Source: an optimization exercise on an open RTL-to-GDS flow (aim: small area). Production flows keep margins and buffers that such runs may drop. Only simulation tests tie the RTL to the original design; equivalence was not proved. No activity file was given, so power comes from the tool's default toggle rates.

### flow/config.mk
export PLATFORM = sky130hd
export DESIGN_NAME = smem_replay_controller
export DESIGN_NICKNAME = smem_replay_controller
export VERILOG_FILES = /design/flow/design.v
export SDC_FILE = /design/flow/constraint.sdc
export NUM_CORES = 4
export LEC_CHECK = 0
export CAP_MARGIN = 20
export CORE_MARGIN = 2
export CORE_UTILIZATION = 25
export PLACE_DENSITY = 0.35
export SLEW_MARGIN = 20
### flow/constraint.sdc
create_clock -name core_clock -period 20.0 [get_ports {clk}]
set_input_delay 4.0000 -clock core_clock [delete_from_list [all_inputs] [get_ports {clk}]]
set_output_delay 4.0000 -clock core_clock [all_outputs]
set_load 0.01 [all_outputs]
### flow/design.v
module smem_replay_controller #(
  parameter int unsigned NUM_LANES = 8,
  parameter int unsigned NUM_BANKS = 8,
  parameter int unsigned ADDR_W    = 12,
  parameter int unsigned DATA_W    = 32
) (
  input  logic                                               clk,
  input  logic                                               rst_n,
  input  logic                                               req_valid,
  output logic                                               req_ready,
  input  logic                                               req_we,
  input  logic [NUM_LANES-1:0]                               req_lane_mask,
  input  logic [NUM_LANES*ADDR_W-1:0]                        req_addr,
  input  logic [NUM_LANES*DATA_W-1:0]                        req_wdata,
  output logic [NUM_LANES*$clog2(NUM_BANKS)-1:0]             arb_bank,
  output logic [NUM_LANES-1:0]                               arb_pending,
  input  logic [NUM_LANES-1:0]                               arb_grant,
  output logic [NUM_BANKS-1:0]                               bank_en,
  output logic                                               bank_we,
  output logic [NUM_BANKS*(ADDR_W-$clog2(NUM_BANKS)-2)-1:0]  bank_row,
  output logic [NUM_BANKS*DATA_W-1:0]                        bank_wdata,
  input  logic [NUM_BANKS*DATA_W-1:0]                        bank_rdata,
  output logic                                               resp_valid,
  input  logic                                               resp_ready,
  output logic [NUM_LANES*DATA_W-1:0]                        resp_rdata,
  output logic [7:0]                                         replay_cnt
);
  localparam int unsigned BANK_W = $clog2(NUM_BANKS);
  localparam int unsigned ROW_W  = ADDR_W - BANK_W - 2;
  localparam int unsigned CNT_W  = 8;
  logic                 busy_q, issue_q, resp_q;
  logic                 we_q;
  logic [NUM_LANES-1:0] pending_q;
  logic [NUM_LANES-1:0] served_q;
  logic [CNT_W-1:0]     cnt_q;
  logic [ADDR_W-1:0]    addr_q  [NUM_LANES];
  logic [DATA_W-1:0]    data_q  [NUM_LANES];
  logic                 accept;
  logic [NUM_LANES-1:0] eff, served, done;
  logic [NUM_BANKS-1:0] dec [NUM_LANES];    
  logic [NUM_BANKS-1:0] hit [NUM_LANES];    
  logic [NUM_BANKS-1:0] win [NUM_LANES];    
  logic                 last;
  assign accept      = !busy_q && req_valid;
  assign req_ready   = !busy_q;
  assign resp_valid  = resp_q;
  assign arb_pending = pending_q;
  assign replay_cnt  = cnt_q;
  always_comb begin
    for (int l = 0; l < NUM_LANES; l++) begin
      arb_bank[l*BANK_W +: BANK_W] = addr_q[l][BANK_W+1:2];
      for (int b = 0; b < NUM_BANKS; b++) dec[l][b] = (addr_q[l][BANK_W+1:2] == BANK_W'(b));
    end
  end
  assign eff = arb_grant & pending_q & {NUM_LANES{issue_q}};
  always_comb begin
    logic [NUM_BANKS-1:0] taken;
    taken = '0;
    for (int l = 0; l < NUM_LANES; l++) begin
      hit[l]    = dec[l] & {NUM_BANKS{eff[l]}};
      win[l]    = hit[l] & ~taken;
      taken     = taken | hit[l];
      served[l] = |win[l];
    end
    bank_en = taken;
  end
  assign bank_we = we_q;
  logic                 ld;
  logic [NUM_LANES-1:0] cap;
  logic [DATA_W-1:0]    x    [NUM_BANKS];
  logic [NUM_BANKS-1:0] sel  [NUM_LANES];
  logic [DATA_W-1:0]    tree [NUM_LANES];
  assign ld = !we_q;
  always_comb begin
    for (int l = 0; l < NUM_LANES; l++) cap[l] = served_q[l] && busy_q && !resp_q;
    for (int j = 0; j < NUM_BANKS; j++) x[j] = ld ? bank_rdata[j*DATA_W +: DATA_W] : data_q[j];
    for (int k = 0; k < NUM_LANES; k++) begin
      tree[k] = '0;
      for (int j = 0; j < NUM_BANKS; j++) begin
        sel[k][j] = ld ? (cap[k] && dec[k][j]) : win[j][k];
        tree[k]   = tree[k] | (x[j] & {DATA_W{sel[k][j]}});
      end
    end
  end
  always_comb begin
    bank_row = '0;
    for (int b = 0; b < NUM_BANKS; b++) begin
      bank_wdata[b*DATA_W +: DATA_W] = tree[b];
      for (int l = 0; l < NUM_LANES; l++)
        bank_row[b*ROW_W +: ROW_W] = bank_row[b*ROW_W +: ROW_W]
                                     | (addr_q[l][ADDR_W-1:BANK_W+2] & {ROW_W{win[l][b]}});
    end
  end
  always_comb begin
    done = served;
    for (int j = 0; j < NUM_LANES; j++) begin
      for (int i = 0; i < NUM_LANES; i++) begin
        if (i != j && !we_q && pending_q[j] && served[i] && addr_q[i] == addr_q[j]) done[j] = 1'b1;
      end
    end
  end
  assign last = (pending_q & ~done) == '0;
  always_ff @(posedge clk or negedge rst_n) begin
    if (!rst_n) begin
      busy_q    <= 1'b0;
      issue_q   <= 1'b0;
      resp_q    <= 1'b0;
      pending_q <= '0;
    end else begin
      if (accept) begin
        busy_q    <= 1'b1;
        issue_q   <= (req_lane_mask != '0);
        resp_q    <= (req_lane_mask == '0);
        pending_q <= req_lane_mask;
      end else if (issue_q) begin
        pending_q <= pending_q & ~done;
        if (last) begin
          issue_q <= 1'b0;
          resp_q  <= we_q;
        end
      end else if (resp_q) begin
        if (resp_ready) begin
          resp_q <= 1'b0;
          busy_q <= 1'b0;
        end
      end else if (busy_q) begin
        resp_q <= 1'b1;    
      end
    end
  end
  always_ff @(posedge clk) begin
    served_q <= done;
    if (accept) begin
      we_q  <= req_we;
      cnt_q <= '0;
    end else if (issue_q && cnt_q != '1) begin
      cnt_q <= cnt_q + CNT_W'(1);
    end
    for (int l = 0; l < NUM_LANES; l++) begin
      logic hold;
      if (accept) addr_q[l] <= req_addr[l*ADDR_W +: ADDR_W];
      hold = !accept && !(served[l] && we_q);
      data_q[l] <= (req_wdata[l*DATA_W +: DATA_W] & {DATA_W{accept && req_we && req_lane_mask[l]}})
                 | (data_q[l] & {DATA_W{hold}})
                 | (tree[l] & {DATA_W{ld}});
    end
  end
  always_comb begin
    for (int l = 0; l < NUM_LANES; l++) resp_rdata[l*DATA_W +: DATA_W] = data_q[l];
  end
endmodule
### flow/flow/run.sh
#!/bin/bash
set -euo pipefail
export BUFFER_PORTS_ARGS="-buffer_cell sky130_fd_sc_hd__buf_1"
bash standard.sh > standard.log 2>&1
### flow/standard.sh
#!/bin/bash
# synth_recipe.tcl (not shown) runs the flow's synth.tcl, then flattens the netlist and writes it again
# the make line also repeats each setting of config.mk as NAME=value (left out here)
make -C /OpenROAD-flow-scripts/flow DESIGN_CONFIG=/design/flow/config.mk WORK_HOME=/design/flow/orfs CLKGATE_MAP_FILE= SYNTH_SCRIPT=/design/flow/synth_recipe.tcl "${@:-finish}"
==> results_dict.tcl, run 1 <==
set metrics [dict create \
    status "timing/DRC/antenna clean" \
    ys_seq_elements 380 \
    path_depth 10 \
    track_usage_pct 44.2 \
    drive_above_1_share_pct 10.4 \
    synth_top_area_share_pct 14.8 \
    finalHoldViolations 0 \
    post_cts_buffers 0 \
    clock_sinks 380 \
    grt_setup_unrepaired "false" \
    syn_to_final_growth_pct 25.5 \
    criticalPathCategory "input port to output port" \
    vdd_drop_max_mv 0.0803 \
    crit_chain "buf_1, nand4b_2, nor2_1, nor4_2, a32oi_4, buf_4, nor2_1, a2111oi_0, o221ai_1, buf_1" \
    hold_class "register to register" \
    power.leakage_nw 17.4 \
    core_mm2 0.146 \
    min_path_cells 2 \
    start_util_pct 25.2 \
    cts_hold_buffers 0 \
    reg2reg_to "data_q[4][5]$_DFF_P_" \
    via_per_inst 6.79 \
    nets 6153 \
    critPathRequiredTime_ns 16.00 \
    cts_resized 0 \
    fmax_mhz 78.0 \
    yosysSeqAreaShare_pct 23.4 \
    synth_warnings 9 \
    yosys.area.top_type "dfxtp_1" \
    pin_count 1248 \
    yosysUniqueCellTypes 84 \
    tns_ns 0 \
    stdcell_area_mm2 0.0462 \
    postSynth.asyncResetShare_pct 2.89 \
    grt.met2_usage_pct 65.4 \
    placed_area_mm2 0.0443 \
    die_x_um 388 \
    drv_cap 0 \
    relSlewSlack_pct 11.8 \
    avgSynthCellArea_um2 8.13 \
    worstSetupEndpointType "output port" \
    grt_pass1_wl_um 459000 \
    slowest_stage "a32oi_4" \
    cts_max_path_buffers 3 \
    drc 0 \
    die_area_mm2 0.150 \
    yosys-top-cells-count "o221ai_1 (451), clkbuf_1 (401), nor2_1 (348)" \
    synth_cells 4532 \
    grt_overflow 0 \
    antenna_found_initial 71 \
    cts_root_buf "clkbuf_16" \
    firstDrtPassIters 7 \
    top_usage_layer "met2" \
    cts_max_level 2 \
    rows 140 \
    ant_nets 0 \
    syn-num-nets 5162 \
    globalplace.congestion 1.01 \
    yosysMostFrequentCell "o221ai_1" \
    grt_use_met3_pct 16.4 \
    clk_pin_slew_ns 0.06 \
    skew_ns 0.0669 \
    wl_per_cell_um 46.8 \
    crit_buf_inv 3 \
    syn_area_mm2 0.0368 \
    r2r_setup_slack_ns 13.68 \
    slew_violations 0 \
    io_buffers 1247 \
    dp_hpwl_um 259000 \
    max_stage_delay_ns 1.04 \
    cp_top_family "compound AO/OA/AOI/OAI gates" \
    synth_edf_count 97 \
    min_period_ns 12.82 \
    cts_tree "done" \
    layout_worst_path_cycle_share_pct 64.1 \
    drtIter0Drc 8042 \
    synth-main-ff-cell "dfxtp_1" \
    grt_max_degree 107 \
    reg2regPathDepth 9 \
    wl_um 352000 \
    setup_violations 0 \
    r2r_start "we_q$_DFFE_PP_" \
    dieHeight_um 388 \
    total_power_mw 5.92 \
    n_fill_cell 16093 \
    grt_pass1_vias 47302 \
    worst_pin_slew_ns 1.31 \
    worstSkewPairLatency_ns 0.71 \
    power_density_mw_per_mm2 128 \
    met1_usage_pct 55.3 \
    hp-start "cnt_q[7]$_SDFFE_PP0P_" \
    startpoint "arb_grant[0]" \
    synthTopCellsByArea "dfxtp_1 (15%), o221ai_1 (11%), edfxtp_1 (7.9%)" \
    arrival_ns 8.82 \
    whs_endpoint "cnt_q[7]$_SDFFE_PP0P_" \
    vias 51071 \
    cp-start-kind "input port" \
    cts_buffers 52 \
    crit_fanout 18 \
]
cells by family (layout without fill, tap and decap cells):
group           after synthesis  after routing  synth area share [%]
fa+ha+maj                     1              1                0.0340
other cells                   0             40                     0
compound gates             1911           1911                  39.0
simple gates               1049           1049                  14.7
buf+inv                     545           1576                  6.11
mux                         305            305                  8.56
flops                       380            380                  23.4
xor+xnor                    341            341                  8.11
per-layer routing:
layer	vias to the layer above	wire length [um]
met4	34	23500
li1	20080	-
met1	25835	136000
met3	929	45100
met5	-	218
met2	4193	147000
metrics by stage:
stage                     hold slack [ns]  instances  utilization [%]  setup slack [ns]
after floorplan                     0.488       4532                -             10.06
after global placement              0.489       7384             30.3              7.47
after detailed placement            0.495       7384             30.3              7.48
after CTS                           0.506       7478             31.6              7.42
after global routing                0.552       7506             31.6              7.12
final                               0.515       7520             31.7              7.18
cells in the final DEF (no fill, tap or decap), types with 40 or more instances in the layout:
cell type and instances:
buf_1 1245, o221ai_1 451, nor2_1 346, xor2_1 292, a21oi_1 276, a22o_1 272, dfxtp_1 272, nand2_1 271
a21o_1 256, buf_4 228, mux2i_1 218, o22ai_1 212, nor4_1 148, o21ai_0 103, edfxtp_1 97, a22oi_1 96
nand3_1 92, mux2_2 79, a221oi_1 64, a2111oi_0 62, clkbuf_16 53, xnor2_1 49, diode_2 40
worst reg2reg max path: cells and delay by family, from the launching register on:
| kind | cells | cell delay, ns |
|---|---|---|
| AOI/OAI and AO/OA | 3 | 1.09 |
| DFF | 1 | 0.34 |
| and+or+nand+nor | 1 | 0.38 |
| buffers and inverters | 4 | 3.25 |
| muxes | 1 | 1.10 |
power breakdown:
| group | internal (mW) | leakage (nW) | total, mW | switching [mW] |
|---|---|---|---|---|
| Clock | 0.612 | 0.896 | 1.05 | 0.443 |
| Combinational | 0.887 | 13.2 | 3.30 | 2.41 |
| Sequential | 1.11 | 3.27 | 1.57 | 0.460 |
final cells by class:
| type | instances | area, um^2 | share of cell area [%] |
|---|---|---|---|
| Antenna cell | 40 | 100 | 0.217 |
| Clock buffer | 73 | 1500 | 3.25 |
| Clock inverter | 21 | 322 | 0.696 |
| Inverter | 7 | 36.3 | 0.0785 |
| Multi-Input combinational cell | 3607 | 26800 | 58.0 |
| Sequential cell | 380 | 8630 | 18.7 |
| Tap cell | 1917 | 2400 | 5.19 |
| Timing Repair Buffer | 1475 | 6420 | 13.9 |
state kept, by name (all words and copies together), names as in the netlist:
register / cells
resp_q: 1
data_q: 256
pending_q: 8
busy_q: 1
cnt_q: 8
served_q: 8
addr_q: 96
issue_q: 1
we_q: 1
worst max-delay path by stage:
stage,endpoint,slack (ns)
after floorplan,bank_wdata[34],10.06
after global routing,bank_wdata[124],7.12
final,bank_wdata[114],7.18
after CTS,bank_wdata[115],7.42
after detailed placement,bank_wdata[115],7.48
after global placement,bank_wdata[115],7.47
==> inputs of run 2 (changes only) <==
==> flow/flow/run.sh (replaced) <==
#!/bin/bash
# The standard layout with two changes:
# - synthesis maps logic with an area-oriented ABC script (flow/my_synth.tcl, flow/area.abc);
# - every port is buffered with the smallest plain buffer (buf_1).
set -euo pipefail
HERE=$(pwd)
export BUFFER_PORTS_ARGS="-buffer_cell sky130_fd_sc_hd__buf_1"
export MY_ABC_SCRIPT=$HERE/flow/area.abc
sed "s#SYNTH_SCRIPT=[^ ]*#SYNTH_SCRIPT=$HERE/flow/my_synth.tcl#" standard.sh > my_standard.sh
bash my_standard.sh synth > synth.log 2>&1
bash standard.sh > standard.log 2>&1
==> flow/flow/area.abc (new file) <==
&get -n
&st
&syn2
&dch -f
&nf -a -R 1000
&st
&syn2
&dch -f
&nf -a -R 1000
&put
==> flow/flow/my_synth.tcl (new file) <==
# The standard synthesis script, with ABC's technology mapping run from an area-oriented
# script (flow/area.abc) instead of ORFS's speed script. Registers are mapped before ABC runs,
# so they are the same as the standard synthesis's.
proc synth {args} { yosys synth -nofsm -noshare {*}$args }
proc abc {args} {
  set i [lsearch -exact $args -script]
  if { $i >= 0 } { set args [lreplace $args [expr {$i + 1}] [expr {$i + 1}] $::env(MY_ABC_SCRIPT)] }
  yosys abc {*}$args
}
source $::env(SCRIPTS_DIR)/synth.tcl
# left out here: clear keep_hierarchy, flatten, clean up, hide names made inside functions, write 1_2_yosys.v
==> results_dict.tcl, run 2 <==
set metrics [dict create \
    status "timing/DRC/antenna clean" \
    cts_max_path_buffers 3 \
    synth_warnings 9 \
    worstSetupEndpointType "output port" \
    fmax_mhz 79.5 \
    crit_fanout 16 \
    synth_edf_count 97 \
    arrival_ns 8.57 \
    critPathRequiredTime_ns 16.00 \
    synthTopCellsByArea "dfxtp_1 (16%), o221ai_1 (9.4%), edfxtp_1 (8.4%)" \
    cts_max_level 2 \
    clk_pin_slew_ns 0.06 \
    cts_tree "done" \
    synth_cells 3966 \
    final_cell_mix "buf_1 (1247), nor2_1 (391), o221ai_1 (358)" \
    whs_ns 0.504 \
    die_area_mm2 0.141 \
    hold_class "register to register" \
    yosysSeqAreaShare_pct 24.9 \
    finalHoldViolations 0 \
    drive_above_1_share_pct 7.73 \
    slew_violations 0 \
    stdcell_area_mm2 0.0455 \
    worst_pin_slew_ns 1.42 \
    grt_overflow 0 \
    wl_per_cell_um 50.0 \
    syn_area_mm2 0.0346 \
    cts_resized 0 \
    grt_pass1_wl_um 472000 \
    min_period_ns 12.57 \
    skew_ns 0.0288 \
    core_mm2 0.137 \
    yosys.area.top_type "dfxtp_1" \
    synth_top_area_share_pct 15.7 \
    pin_count 1248 \
    power.leakage_nw 16.3 \
    drc 0 \
    ant_nets 0 \
    post_cts_buffers 0 \
    n_fill_cell 15196 \
    dieHeight_um 376 \
    grt_pass1_vias 47704 \
    drv_cap 0 \
    die_x_um 376 \
    avgSynthCellArea_um2 8.73 \
    nets 6071 \
    yosysMostFrequentCell "nor2_1" \
    relSlewSlack_pct 5.96 \
    grt_max_degree 112 \
    cts_hold_buffers 0 \
    total_power_mw 5.74 \
    largestRegisters "data_q (256), addr_q (96)" \
    criticalPathCategory "input port to output port" \
    dp_hpwl_um 265000 \
    setup_violations 0 \
    power_density_mw_per_mm2 126 \
    placed_area_mm2 0.0437 \
    syn_to_final_growth_pct 31.5 \
    rows 136 \
    cts_buffers 51 \
    synth-main-ff-cell "dfxtp_1" \
    largest_reg_flops 256 \
    vdd_drop_max_mv 0.0732 \
    cp-start-kind "input port" \
    vias 51485 \
    wl_um 366000 \
    syn-num-nets 4596 \
    regMostFlops "data_q" \
    io_buffers 1247 \
    clock_sinks 380 \
    setup_slack_ns 7.43 \
    register_area_mm2 0.00863 \
    globalplace.congestion 1.02 \
    antenna_found_initial 75 \
    layout_worst_path_cycle_share_pct 62.9 \
    multiInputGateArea_mm2 0.0264 \
    mostFrequentLayoutCell "buf_1" \
    via_per_inst 7.03 \
    grt_setup_unrepaired "false" \
    track_usage_pct 49.1 \
    yosysUniqueCellTypes 57 \
    tns_ns 0 \
    dpl_worst_slack_ns 7.71 \
    worstSkewPairLatency_ns 0.69 \
    drtIter0Drc 8931 \
    start_util_pct 25.2 \
    cts_root_buf "clkbuf_16" \
    postSynth.asyncResetShare_pct 2.89 \
    yosys-top-cells-count "nor2_1 (391), o221ai_1 (372), dfxtp_1 (272)" \
    firstDrtPassIters 12 \
    ys_seq_elements 380 \
]
-- run 2: cell types whose count changed after synthesis, moves of 71 or more --
| cell | change |
|---|---|
| xor2_1 | -80 |
| a221o_1 | +151 |
| buf_1 | -73 |
| and2_0 | +79 |
| mux2_1 | +131 |
| mux2_2 | -79 |
| xnor2_1 | +71 |
| clkbuf_1 | -401 |
| o221ai_1 | -79 |
| a22o_1 | -133 |
| a222oi_1 | +147 |
| nor4_1 | -74 |
| a21o_1 | -127 |
| a21oi_1 | -135 |
-- run 2: layout make-up --
type	instances	share of cell area [%]
Antenna cell	46	0.253
Clock buffer	78	3.32
Clock inverter	17	0.374
Inverter	58	0.500
Multi-Input combinational cell	3504	58.0
Sequential cell	380	19.0
Tap cell	1794	4.93
Timing Repair Buffer	1446	13.7
-- run 2: cell families after synthesis --
kind of cell               after synthesis  synth area share [%]
xor gates and xnor gates               332                  8.40
muxes                                  355                  10.7
DFF                                    380                  24.9
and+or+nand+nor                       1034                  13.8
AOI/OAI and AO/OA                     1782                  40.9
buffers and inverters                   82                  1.15
adders and majority gates                1                0.0361
-- run 2: metrics by stage --
stage	utilization [%]	cells
after detailed placement	31.8	7180
final	33.1	7323
after global placement	31.7	7179
after floorplan	-	3966
after global routing	33.1	7309
after CTS	33.0	7275
-- run 2: final timing paths --
path                                        start                  endpoint  slack, ns  depth (start not counted)
min in group asynchronous                   rst_n  pending_q[2]$_DFFE_PN0P_       3.34                          1
max in group asynchronous                   rst_n  pending_q[5]$_DFFE_PN0P_      16.22                          1
max reg2reg                addr_q[0][3]$_DFFE_PP_        resp_q$_DFFE_PN0P_      14.07                         17
min                         cnt_q[7]$_SDFFE_PP0P_     cnt_q[7]$_SDFFE_PP0P_       0.50                          1
min reg2reg                 cnt_q[7]$_SDFFE_PP0P_     cnt_q[7]$_SDFFE_PP0P_       0.50                          1
max                                  arb_grant[0]           bank_wdata[144]       7.43                         14
-- run 2: metal layers --
| metal | routed length (um) | part of all wire, % | GRT usage, % |
|---|---|---|---|
| met5 | 195 | 0.053 | 0 |
| met4 | 41000 | 11 | 44.3 |
| met3 | 40400 | 11 | 14.6 |
| met2 | 150000 | 41 | 71.6 |
| met1 | 135000 | 37 | 57.9 |
-- run 2: worst max-delay path, cell delays in order --
cell      delay, ns
buf_1          0.36
nand2_1        0.16
or3_1          0.37
nor2_1         0.75
a311o_1        0.29
nor2_1         0.09
nand3_1        0.12
a21oi_1        0.10
nor2b_1        0.20
buf_4          0.19
a32oi_4        0.69
buf_4          0.52
o221ai_1       0.35
buf_1          0.32
-- run 2: power by group --
part           total [mW]  switching [mW]  internal (mW)
sequential           1.58           0.488           1.09
clock               0.995           0.439          0.556
combinational        3.17            2.35          0.822
==> inputs of run 3 (changes only) <==
==> flow/flow/area.abc (replaced) <==
&get -n
&st
&syn2
&synch2
&dch -f
&nf -a -R 1000
&put
==> results_dict.tcl, run 3 <==
set metrics [dict create \
    ys_seq_elements 380 \
    status "timing/DRC/antenna clean" \
    antenna_found_initial 65 \
    criticalPathCategory "input port to output port" \
    avgSynthCellArea_um2 8.80 \
    crit_end "bank_wdata[244]" \
    yosysSeqAreaShare_pct 26.1 \
    syn_to_final_growth_pct 32.6 \
    reg2regPathDepth 12 \
    post-place-cells 6928 \
    clock_sinks 380 \
    n_fill_cell 14456 \
    cts_buffers 52 \
    grt_pass1_wl_um 472000 \
    track_usage_pct 51.4 \
    worst_pin_slew_ns 1.32 \
    reg2reg_to "data_q[4][30]$_DFF_P_" \
    stdcell_area_mm2 0.0439 \
    postSynth.asyncResetShare_pct 2.89 \
    yosys.area.top_type "dfxtp_1" \
    ant_nets 0 \
    finalHoldViolations 0 \
    drv_cap 0 \
    drive_above_1_share_pct 8.45 \
    crit_fanout 24 \
    arrival_ns 8.57 \
    syn-num-nets 4392 \
    post_cts_buffers 0 \
    worstSkewPairLatency_ns 0.71 \
    startpoint "arb_grant[0]" \
    slew_violations 0 \
    mostFrequentLayoutCell "buf_1" \
    die_x_um 368 \
    wl_per_cell_um 52.1 \
    regMostFlops "data_q" \
    cts_resized 0 \
    cp_top_family "simple AND/OR/NAND/NOR gates" \
    timing.critical_path.mode_cell "nor2_1" \
    via_per_inst 7.19 \
    synth_compound_area_share_pct 40.4 \
    grt_overflow 0 \
    vdd_drop_max_mv 0.0687 \
    drtIter0Drc 10729 \
    synth_mux_area_share_pct 8.23 \
    cts_max_path_buffers 3 \
    yosys.area_share.simple_pct 15.6 \
    dpl_worst_slack_ns 7.71 \
    cts_hold_buffers 0 \
    synth-main-ff-cell "dfxtp_1" \
    min_period_ns 12.57 \
    slowest_stage "nor2_1" \
    yosysUniqueCellTypes 57 \
    synth_warnings 9 \
    fmax_mhz 79.6 \
    setup_slack_ns 7.43 \
    skew_ns 0.0420 \
    wl_um 368000 \
    min_path_cells 1 \
    hold_class "register to register" \
    worstSetupEndpointType "output port" \
    firstDrtPassIters 14 \
    path_depth 11 \
    crit_chain "buf_1, nand4_1, nor2_1, or4_1, nor2_1, a22oi_2, buf_4, o221ai_1, nor2_1, o21ai_0, buf_1" \
    grt_pass1_vias 45834 \
    tns_ns 0 \
    nets 5857 \
    stdcell_count 7067 \
    die_area_mm2 0.135 \
    multiInputGateArea_mm2 0.0251 \
    grt_max_degree 128 \
    power.leakage_nw 16.0 \
    final_cell_mix "buf_1 (1244), a222oi_1 (351), o22ai_1 (320)" \
    synthTopCellsByArea "dfxtp_1 (16%), a222oi_1 (11%), edfxtp_1 (8.8%)" \
    cp-start-kind "input port" \
    pin_count 1248 \
    setup_violations 0 \
    globalplace.congestion 1.05 \
    drc 0 \
    synth_edf_count 97 \
    synth_cells 3762 \
    largest_reg_flops 256 \
    r2r_setup_slack_ns 14.48 \
    total_power_mw 5.70 \
    largestRegisters "data_q (256), addr_q (96)" \
    grt_setup_unrepaired "false" \
    io_buffers 1247 \
    dieHeight_um 368 \
    cts_max_level 2 \
    cts_tree "done" \
    power_density_mw_per_mm2 130 \
    yosys-top-cells-count "a222oi_1 (351), o22ai_1 (320), nor2_1 (286)" \
    synth_fa_ha_area_share_pct 0.0378 \
    clk_pin_slew_ns 0.06 \
    start_util_pct 25.2 \
    critPathRequiredTime_ns 16.00 \
    max_stage_delay_ns 0.89 \
    yosys.area_share.xor_xnor_pct 8.99 \
    yosysMostFrequentCell "a222oi_1" \
    dp_hpwl_um 266000 \
    rows 133 \
    crit_buf_inv 3 \
    r2r_start "addr_q[2][4]$_DFFE_PP_" \
    synth_top_area_share_pct 16.4 \
    core_mm2 0.131 \
    vias 50793 \
    layout_worst_path_cycle_share_pct 62.8 \
    syn_area_mm2 0.0331 \
    relSlewSlack_pct 11.1 \
    cts_root_buf "clkbuf_16" \
    synth_top_family_by_area "compound AO/OA/AOI/OAI gates" \
    placed_area_mm2 0.0420 \
    register_area_mm2 0.00863 \
]
==> run 3: changes by cell type after synthesis, sizes merged, moves of 62 or more <==
cell,previous run,this run
a21oi,148,62
a221oi,121,10
a222oi,147,351
a22oi,118,52
mux2i,223,161
nor2,391,286
o21ai,170,250
o221ai,372,199
o22ai,152,320
or3,6,74
==> run 3: worst min-delay path by stage <==
stage / startpoint / end
floorplan: cnt_q[0]$_SDFFE_PP0P_ / cnt_q[0]$_SDFFE_PP0P_
global placement: cnt_q[0]$_SDFFE_PP0P_ / cnt_q[0]$_SDFFE_PP0P_
detailed placement: data_q[5][11]$_DFF_P_ / data_q[5][11]$_DFF_P_
CTS: data_q[4][22]$_DFF_P_ / data_q[4][22]$_DFF_P_
global route: data_q[6][10]$_DFF_P_ / data_q[6][10]$_DFF_P_
finish: cnt_q[0]$_SDFFE_PP0P_ / cnt_q[0]$_SDFFE_PP0P_
==> run 3: logic make-up (layout without fill, tap and decap cells) <==
family          after synthesis  count (layout)
mux                         260             260
buf+inv                      32            1539
flops                       380             380
simple gates               1031            1031
fa+ha+maj                     1               1
compound gates             1718            1718
other cells                   0              43
xor+xnor                    340             340
==> run 3: metrics by stage <==
stage,hold slack (ns),utilization (%)
5_1_grt,0.529,33.4
4_1_cts,0.515,33.3
3_5_place_dp,0.497,32.0
3_3_place_gp,0.486,32.0
2_1_floorplan,0.495,-
6_report,0.511,33.4
==> run 3: cell type report <==
| cell class | instances | share of cell area, % |
|---|---|---|
| clock buffer | 66 | 3.29 |
| multi-input combinational | 3350 | 57.1 |
| clock inverter | 30 | 0.627 |
| antenna | 43 | 0.245 |
| timing repair buffer | 1435 | 14.0 |
| sequential | 380 | 19.7 |
| inverter | 8 | 0.0912 |
| tap | 1755 | 5.00 |
==> run 3: power by group <==
| group | leakage [nW] | total [mW] | switching [mW] | internal (mW) |
|---|---|---|---|---|
| Combinational | 11.9 | 3.13 | 2.36 | 0.770 |
| Sequential | 3.27 | 1.55 | 0.473 | 1.08 |
| Clock | 0.841 | 1.02 | 0.461 | 0.561 |
| Total | 16.0 | 5.70 | 3.29 | 2.41 |
==> run 3: routing by layer <==
layer	vias to the layer above	GRT usage, %	part of all wire [%]
li1	19337	-	-
met5	-	0.107	0.036
met4	20	49.5	12
met2	4693	73.1	40
met1	25508	59.8	35
met3	1235	17.0	12
==> inputs of run 4 (changes only) <==
==> flow/flow/run.sh (replaced) <==
#!/bin/bash
# The standard layout with these changes:
# - synthesis maps logic with an area-oriented ABC script (flow/my_synth.tcl, flow/area.abc);
# - every port is buffered with the smallest plain buffer (buf_1);
# - the clock tree is built from clkbuf_4/clkbuf_8 without dummy loads;

set -euo pipefail
HERE=$(pwd)
export BUFFER_PORTS_ARGS="-buffer_cell sky130_fd_sc_hd__buf_1"
export MY_ABC_SCRIPT=$HERE/flow/area.abc
export CTS_ARGS="-sink_clustering_enable -repair_clock_nets -dont_use_dummy_load -buf_list {sky130_fd_sc_hd__clkbuf_4 sky130_fd_sc_hd__clkbuf_8}"
sed "s#SYNTH_SCRIPT=[^ ]*#SYNTH_SCRIPT=$HERE/flow/my_synth.tcl#" standard.sh > my_standard.sh
bash my_standard.sh synth > synth.log 2>&1
bash standard.sh > standard.log 2>&1
==> results_dict.tcl, run 4 <==
set metrics [dict create \
    status "timing/DRC/antenna clean" \
    met2WireLength_um 148000 \
    grt_pass1_wl_um 472000 \
    ys_seq_elements 380 \
    cts_buffers 83 \
    synth_cells 3762 \
    clk_pin_slew_ns 0.05 \
    layout_worst_path_cycle_share_pct 62.9 \
    power.leakage_nw 15.8 \
    yosys.area.top_type "dfxtp_1" \
    ant_nets 0 \
    drv_cap 0 \
    die_area_mm2 0.135 \
    wl_met1_um 131000 \
    postSynth.asyncResetShare_pct 2.89 \
    dieHeight_um 368 \
    wl_met3_um 44900 \
    rows 133 \
    start_util_pct 25.2 \
    pwr-share-comb_pct 57.4 \
    mostFrequentLayoutCell "buf_1" \
    grt_setup_unrepaired "false" \
    vdd_drop_max_mv 0.0645 \
    switching_share_pct 59.5 \
    power.internal_mw 2.21 \
    regMostFlops "data_q" \
    criticalPathCategory "input port to output port" \
    cts_root_buf "clkbuf_8" \
    grt_overflow 0 \
    critPathRequiredTime_ns 16.00 \
    syn_area_mm2 0.0331 \
    syn-num-nets 4392 \
    setup_violations 0 \
    arrival_ns 8.57 \
    power_density_mw_per_mm2 126 \
    die_x_um 368 \
    syn_to_final_growth_pct 30.9 \
    yosysUniqueCellTypes 57 \
    final_cell_mix "buf_1 (1241), a222oi_1 (351), o22ai_1 (320)" \
    crit_fanout 24 \
    synth_edf_count 97 \
    relSlewSlack_pct 14.5 \
    top_layer_used "met5" \
    finalHoldViolations 0 \
    p_switching_mw 3.25 \
    track_usage_pct 51.5 \
    globalplace.congestion 1.05 \
    max_stage_delay_ns 0.89 \
    slew_violations 0 \
    clock_sinks 380 \
    min_period_ns 12.57 \
    pin_count 1248 \
    firstDrtPassIters 15 \
    yosysMostFrequentCell "a222oi_1" \
    via_per_inst 7.22 \
    pwr-share-seq_pct 28.4 \
    drtIter0Drc 11074 \
    crit_chain "buf_1, nand4_1, nor2_1, or4_1, nor2_1, a22oi_2, buf_4, o221ai_1, nor2_1, o21ai_0, buf_1" \
    dp_hpwl_um 266000 \
    cp_top_family "simple AND/OR/NAND/NOR gates" \
    drive_above_1_share_pct 8.47 \
    wl_um 369000 \
    hold_class "register to register" \
    placed_area_mm2 0.0420 \
    cts_max_path_buffers 3 \
    cp-start-kind "input port" \
    antenna_found_initial 64 \
    post_cts_buffers 0 \
    synthTopCellsByArea "dfxtp_1 (16%), a222oi_1 (11%), edfxtp_1 (8.8%)" \
    vias 50948 \
    core_mm2 0.131 \
    crit_buf_inv 3 \
    avgSynthCellArea_um2 8.80 \
    cts_max_level 3 \
    worstSetupEndpointType "output port" \
    io_buffers 1247 \
    cts_tree "done" \
    synth_top_area_share_pct 16.4 \
    nets 5888 \
    synth_warnings 9 \
    worstSkewPairLatency_ns 0.84 \
    largestRegisters "data_q (256), addr_q (96)" \
    cts_hold_buffers 0 \
    clockPowerShare_pct 14.2 \
    grt_pass1_vias 45828 \
    worst_pin_slew_ns 1.28 \
    wl_per_cell_um 52.3 \
    timing.critical_path.mode_cell "nor2_1" \
    yosysSeqAreaShare_pct 26.1 \
    fmax_mhz 79.6 \
    drc 0 \
    stdcell_area_mm2 0.0433 \
    slowest_stage "nor2_1" \
    grt_max_degree 128 \
    largest_reg_flops 256 \
    cts_resized 0 \
    skew_ns 0.0858 \
    total_power_mw 5.47 \
    yosys-top-cells-count "a222oi_1 (351), o22ai_1 (320), nor2_1 (286)" \
    synth-main-ff-cell "dfxtp_1" \
]
-- run 4: changes by cell type in the layout (fill, tap and decap cells not counted), moves of 4 or more --
cell and delta:
clkbuf_8 +76, clkbuf_16 -53, clkinv_2 -11, clkbuf_1 -6, clkinv_1 -5, clkinvlp_4 -5
bufinv_16 -4
-- run 4: kinds of logic (layout without fill, tap and decap cells) --
family	count (synthesis)	in the layout	synth area share, %
fa+ha+maj	1	1	0.0378
simple gates	1031	1031	15.6
buf+inv	32	1526	0.635
mux	260	260	8.23
compound gates	1718	1718	40.4
other cells	0	45	0
flops	380	380	26.1
xor+xnor	340	340	8.99
-- run 4: final timing paths --
| path | startpoint | depth (start not counted) | slack, ns | to |
|---|---|---|---|---|
| max reg2reg | addr_q[2][4]$_DFFE_PP_ | 12 | 14.42 | data_q[4][30]$_DFF_P_ |
| min reg2reg | cnt_q[0]$_SDFFE_PP0P_ | 1 | 0.51 | cnt_q[0]$_SDFFE_PP0P_ |
| max | arb_grant[0] | 11 | 7.43 | bank_wdata[244] |
| min in group asynchronous | rst_n | 1 | 3.22 | pending_q[4]$_DFFE_PN0P_ |
| max in group asynchronous | rst_n | 1 | 16.28 | pending_q[3]$_DFFE_PN0P_ |
| min | cnt_q[0]$_SDFFE_PP0P_ | 1 | 0.51 | cnt_q[0]$_SDFFE_PP0P_ |
-- run 4: area by class of cell --
cell class / instances / area [um^2]
diodes: 45 / 113
clock buffers: 83 / 1140
inverters: 8 / 40.0
repair buffers: 1435 / 6140
fillers: 14526 / 88100
flip-flops and latches: 380 / 8630
multi-input cells: 3350 / 25100
well taps: 1755 / 2200
-- run 4: power by group through the flow --
stage	Combinational (mW)	Clock (mW)	Sequential, mW
after floorplan	1.19	0	1.50
after global placement	2.96	0	1.53
after detailed placement	2.94	0	1.53
after CTS	2.95	0.780	1.52
after global routing	3.10	0.803	1.55
final	3.14	0.777	1.55
-- run 4: metal layers --
| metal | global-route usage, % | vias to the layer above |
|---|---|---|
| met3 | 16.6 | 1287 |
| li1 | - | 19339 |
| met4 | 48.8 | 16 |
| met5 | 0 | - |
| met2 | 73.4 | 4818 |
| met1 | 60.6 | 25488 |
-- run 4: through the flow --
step	hold WS [ns]	cells	util [%]	setup WS (ns)	TNS, ns
6_report	0.507	7056	33.0	7.43	0
2_1_floorplan	0.495	3762	-	-4.05	-917.96
5_1_grt	0.528	7044	32.9	7.49	0
3_3_place_gp	0.486	6928	32.0	7.80	0
3_5_place_dp	0.497	6928	32.0	7.71	0
4_1_cts	0.513	7011	32.9	7.71	0
-- run 4: worst reg2reg max path, cell delays in order, from the launching register on --
cell and delay (ns):
edfxtp_1 0.72, buf_4 0.37, nand4b_1 0.24, nor2_1 0.39, nor2_1 0.09, nand3_1 0.21, nor2_1 0.31, or4_1 0.59
nor2_1 0.93, o21a_2 0.73, buf_4 0.55, a22o_1 0.28, a21o_1 0.08
==> inputs of run 5 (changes only) <==
--- a/flow/flow/run.sh
+++ b/flow/flow/run.sh
@@ -4,5 +4,5 @@
 # - every port is buffered with the smallest plain buffer (buf_1);
 # - the clock tree is built from clkbuf_4/clkbuf_8 without dummy loads;
-
+# - global placement is not timing driven (timing is loose at this period).
 set -euo pipefail
 HERE=$(pwd)
--- a/flow/config.mk
+++ b/flow/config.mk
@@ -6,7 +6,8 @@
 export NUM_CORES = 4
 export LEC_CHECK = 0
-export CAP_MARGIN = 20
+export CAP_MARGIN = 0
 export CORE_MARGIN = 2
-export CORE_UTILIZATION = 25
-export PLACE_DENSITY = 0.35
-export SLEW_MARGIN = 20
+export CORE_UTILIZATION = 45
+export GPL_TIMING_DRIVEN = 0
+export PLACE_DENSITY = 0.6
+export SLEW_MARGIN = 0
==> results_dict.tcl, run 5 <==
set metrics [dict create \
    syn-num-nets 4392 \
    yosys.area.top_type "dfxtp_1" \
    yosysMostFrequentCell "a222oi_1" \
    yosys-top-cells-count "a222oi_1 (351), o22ai_1 (320), nor2_1 (286)" \
    status "stopped before the end" \
    ys_seq_elements 380 \
    start_util_pct 45.4 \
    stop_error "[ERROR PPL-0024] Number of IO pins (1248) exceeds maximum number of available positions (992). Increase the die perimeter from 1100.98um to 1697.28um." \
    synth-main-ff-cell "dfxtp_1" \
    die_x_um 275 \
    avgSynthCellArea_um2 8.80 \
    synthTopCellsByArea "dfxtp_1 (16%), a222oi_1 (11%), edfxtp_1 (8.8%)" \
    yosysUniqueCellTypes 57 \
    syn_area_mm2 0.0331 \
    postSynth.asyncResetShare_pct 2.89 \
    stop_stage "3_2_place_iop" \
    rows 99 \
    synth_warnings 9 \
    synth_top_area_share_pct 16.4 \
    synth_cells 3762 \
    dieHeight_um 275 \
    synth_edf_count 97 \
    yosysSeqAreaShare_pct 26.1 \
]
run 5: cell counts after synthesis:
Identical to the previous run, type by type.
run 5: kinds of logic after synthesis:
logic type / count (synthesis) / synth area share (%)
compound gates: 1718 / 40.4
simple gates: 1031 / 15.6
flops: 380 / 26.1
xor+xnor: 340 / 8.99
mux: 260 / 8.23
buf+inv: 32 / 0.635
fa+ha+maj: 1 / 0.0378

## port drivers added, routing unchanged
In the flow no input, the clock included, has a driving cell. The finished layouts below were timed again as built, in two steps.
Step 1 (the two cells are an assumption about what drives the block):
set clk [get_ports {clk}]
set_driving_cell -lib_cell sky130_fd_sc_hd__clkbuf_16 $clk
set_driving_cell -lib_cell sky130_fd_sc_hd__buf_2 [delete_from_list [all_inputs] $clk]
Step 2 moves the port delays by t, midway between the first and last clock arrival at a register: inputs arrive t later, outputs are due t later. That takes back most of the time a late clock gives input paths.
Three values: no drivers, after step 1, after step 2; two values: the first two.
run | t (ns) | setup slack, ns | hold WS [ns] | clock arrival spread, ns | worst data-port slew with drivers (ns)
run 1 | 0.770 | 7.183 / 7.145 / 7.145 | 0.515 / 0.515 / 0.515 | 0.071 / 0.071 | 0.26
run 2 | 0.770 | 7.428 / 7.386 / 7.386 | 0.504 / 0.504 / 0.504 | 0.032 / 0.031 | 0.29
run 3 | 0.785 | 7.432 / 7.339 / 7.339 | 0.511 / 0.511 / 0.511 | 0.043 / 0.044 | 0.29
run 4 | 0.889 | 7.429 / 7.338 / 7.338 | 0.507 / 0.507 / 0.507 | 0.089 / 0.090 | 0.32
After both steps every run listed still meets setup and hold. For run 3, which loses most, drivers alone change the setup slack by -0.093 ns; drivers and shift together by -0.093 ns.
